What follows belongs to an exercise in optimizing a design on an open flow for small area, a short achievable clock period and few clock cycles per item; a production flow would make more cautious choices. Function was checked by simulation only, so behaviour that the tests miss may differ from the original. No activity file was given, so power comes from the tool's default toggle rates.

==> flow/design.v (excerpt) <==
module subpicture_rle_decoder_unit (
  input  logic        clk,
  input  logic        rst,
  input  logic        cfg_we,
  input  logic [1:0]  cfg_index,
  input  logic [9:0]  cfg_data,
  input  logic        s_tvalid,
  output logic        s_tready,
  input  logic [7:0]  s_tdata,    
  input  logic [2:0]  s_tuser,    
  input  logic        s_tlast,    
  output logic        m_tvalid,
  input  logic        m_tready,
  output logic [srd_pkg::OUT_DATA_W-1:0] m_tdata,
  output logic        m_tlast
);
Size: about 2100 cells after synthesis, about 460 flip-flops, about 24000 um2 of cells after synthesis.
Settings: LEC_CHECK=0, CAP_MARGIN=40, CORE_MARGIN=2, CORE_UTILIZATION=50, PLACE_DENSITY=0.65, SLEW_MARGIN=40, TNS_END_PERCENT=0; clock period 14.0 ns.
standard.sh (not shown) runs the stock make flow with config.mk's settings and CLKGATE_MAP_FILE= SYNTH_SCRIPT=/design/flow/synth_recipe.tcl, a recipe that flattens the netlist after the stock synthesis.
==> flow/flow/run.sh <==
#!/bin/bash
# Standard ORFS layout (the standard.sh, standard synthesis unchanged), with
# buf_1 port buffers instead of the default delay cells, timing repair aiming past
# the required slack, and a clock tree with larger sink clusters and no dummy loads.
# Each step's full output goes to its own log here.
set -euo pipefail
EXTRA=("BUFFER_PORTS_ARGS=-buffer_cell sky130_fd_sc_hd__buf_1"
       "SETUP_SLACK_MARGIN=9.9"
       "CTS_ARGS=-sink_clustering_enable -repair_clock_nets -dont_use_dummy_load -sink_clustering_size 24 -sink_clustering_max_diameter 80")
bash standard.sh synth "${EXTRA[@]}" > flow_synth.log 2>&1
bash standard.sh finish "${EXTRA[@]}" > flow_layout.log 2>&1
Testbench counts at the start, summed over its fixed seeds: cycles 12,276, bytes 12,000.
Change:
--- a/flow/design.v
+++ b/flow/design.v
@@ -44,16 +44,16 @@
   output logic           push2,    
   output logic           ub1,      
   output logic           ub2,      
   output srd_pkg::ent_t  ent0,
   output srd_pkg::ent_t  ent1
 );
   logic [10:0] y2;
-  logic [10:0] x0w, saw, sbw, sa1, sb1;
-  logic [9:0]  x0, y0, sa, sb, fe;
+  logic [10:0] x0w, saw, sbw, fee;
+  logic [9:0]  x0, y0, sa, sb;
   logic [10:0] r0, rb;
   logic [5:0]  acc0;
   logic [1:0]  held0;
   logic        fin0;
   logic [3:0]  n1, n2;
   logic        done1, done2, fill1, fill2, wrap1, wrap2, e1, e2, wrap, yend;
   logic [7:0]  len1, len2, adva;
@@ -117,29 +117,27 @@
     end else if (done1) begin
       acc_n  = {2'd0, n2};
       held_n = 2'd1;
     end else begin
       acc_n  = {n1[1:0], n2};
       held_n = held0 + 2'd2;
     end
-    fe   = r0[10] ? x0 : right;
-    sa1  = saw - 11'd1;
-    sb1  = sbw - 11'd1;
+    fee  = r0[10] ? ({1'b0, x0} + 11'd1) : ({1'b0, right} + 11'd1);
     q1r.np    = np;
     q1r.last  = !e2;
     q1r.fd    = wrap1 && yend;
     q1r.color = n1[1:0];
-    q1r.ende  = fill1 ? {1'b0, fe} : sa1;
+    q1r.ende  = fill1 ? fee : saw;
     q1r.y     = y0;
     q1r.x     = x0;
     q2r.np    = np && !e1;
     q2r.last  = 1'b1;
     q2r.fd    = wrap2 && yend;
     q2r.color = n2[1:0];
-    q2r.ende  = fill2 ? {1'b0, fe} : sb1;
+    q2r.ende  = fill2 ? fee : sbw;
     q2r.y     = y0;
     q2r.x     = done1 ? sa : x0;
     ent0  = (!fin0 && done1) ? q1r : q2r;
     ent1  = q2r;
     tokb  = np && (fin0 || (!done1 && !done2));
     push1 = e1 || e2;
     push2 = e1 && e2;
@@ -255,19 +253,15 @@
   logic          qh1, qh2;
   logic          o_v, o_take;
   logic          b0, b1, b2;    
   assign o_take = !o_v || m_tready;
   assign b0     = !qh1 || (!qh2 && o_take);
   assign b1     = qh2 ? o_take : (qh1 && !o_take);
   assign b2     = qh2 && !o_take;
-  logic p_take, p_hold, p_nrdy;
-  assign p_take = in_v && (!qh2 || (!tokb && !ub2));
-  assign p_hold = in_v && (!qh1 || (!tokb && ((!qh2 && !ub2) || (qh2 && !ub1))));
-  assign p_nrdy = o_v ? p_hold : p_take;
-  assign proc   = m_tready ? p_take : p_nrdy;
+  assign proc   = in_v && (b0 || (!in_b[1] && b1 && !ub2));
   always_ff @(posedge clk) begin
     if (rst) begin
       qh1 <= 1'b0;
       qh2 <= 1'b0;
     end else begin
       qh1 <= !b0 || (proc && push1);
       qh2 <= b2 || (b1 && proc && push1) || (proc && push2);
@@ -284,15 +278,15 @@
   logic [3:0][9:0]  bminx, bminy, bmaxy;
   logic [3:0][10:0] bmaxx;
   logic [3:0]  bv;
   logic [9:0]  rs_minx, rs_miny, rs_maxx, rs_maxy;
   logic [9:0]  sminx, sminy, smaxy;
   logic [10:0] smaxx;
   logic [9:0]  nminx, nminy, nmaxy;
-  logic [10:0] nmaxx;
+  logic [10:0] nmaxx, hend;
   logic        pop, np_tok;
   srd_pkg::ent_t h;
   logic [9:0]  o_x, o_y, o_len, o_minx, o_miny, o_maxy;
   logic [10:0] o_maxx;
   logic [1:0]  o_color;
   logic        o_fd, o_last;
   assign pop    = qh1 && o_take;
@@ -308,15 +302,16 @@
       sminx = bminx[h.color];
       sminy = bminy[h.color];
       smaxx = bmaxx[h.color];
       smaxy = bmaxy[h.color];
     end
     nminx = (h.x < sminx) ? h.x : sminx;
     nminy = (h.y < sminy) ? h.y : sminy;
-    nmaxx = (h.ende > smaxx) ? h.ende : smaxx;
+    hend  = h.ende - 11'd1;
+    nmaxx = (hend > smaxx) ? hend : smaxx;
     nmaxy = (h.y > smaxy) ? h.y : smaxy;
   end
   always_ff @(posedge clk) begin
     if (rst) begin
       o_v     <= 1'b0;
       bv      <= 4'h0;
       rs_minx <= srd_pkg::AREA_RIGHT_RST;
@@ -349,15 +344,15 @@
       end
     end
   end
   always_ff @(posedge clk) begin
     if (o_take) begin
       o_x     <= h.x;
       o_y     <= h.y;
-      o_len   <= 10'(h.ende - {1'b0, h.x} + 11'd1);
+      o_len   <= 10'(h.ende - {1'b0, h.x});
       o_color <= h.color;
       o_fd    <= h.fd;
       o_last  <= h.last;
       o_minx  <= nminx;
       o_miny  <= nminy;
       o_maxx  <= nmaxx;
       o_maxy  <= nmaxy;
What happened: Clock-buffer cell count increases by 1; die area came out higher slightly; wire length goes up slightly; clock power goes up by a few percent; via count rises slightly; first-iteration DRC count came out higher by a few percent; worst setup slack gets better by 210 ps; utilization falls by 0.39 points; worst hold slack improved by 52 ps; power came out lower slightly; global-route usage falls by 0.21 points; cell area decreases slightly; cell count barely changes.
Testbench counts after the change, summed over its fixed seeds: cycles 12,320, bytes 12,000.

==> re-timing with driven ports <==
No port has a modelled driver above. Below, the same layouts with a new extraction and two added sets of constraints. Step 1 sets driving cells, clkbuf_16 on the clock port and buf_2 on the other inputs (assumed; they add their load-dependent delay and slew). Step 2 also shifts input and output timing later by t, the mid clock arrival at the registers, as if the neighbouring blocks saw the same clock. Three values: no drivers, after step 1, after step 2; two values: the first two.
run	shift t [ns]	setup WS [ns]	cell pins on the clock port's net
the first run	0.617	9.560 / 9.560 / 8.983	1
the second run	0.621	9.774 / 9.806 / 9.186	1
After both steps every run listed still meets setup and hold. For the second run, which loses most, drivers alone change the setup slack by +0.032 ns; drivers and shift together by -0.588 ns.
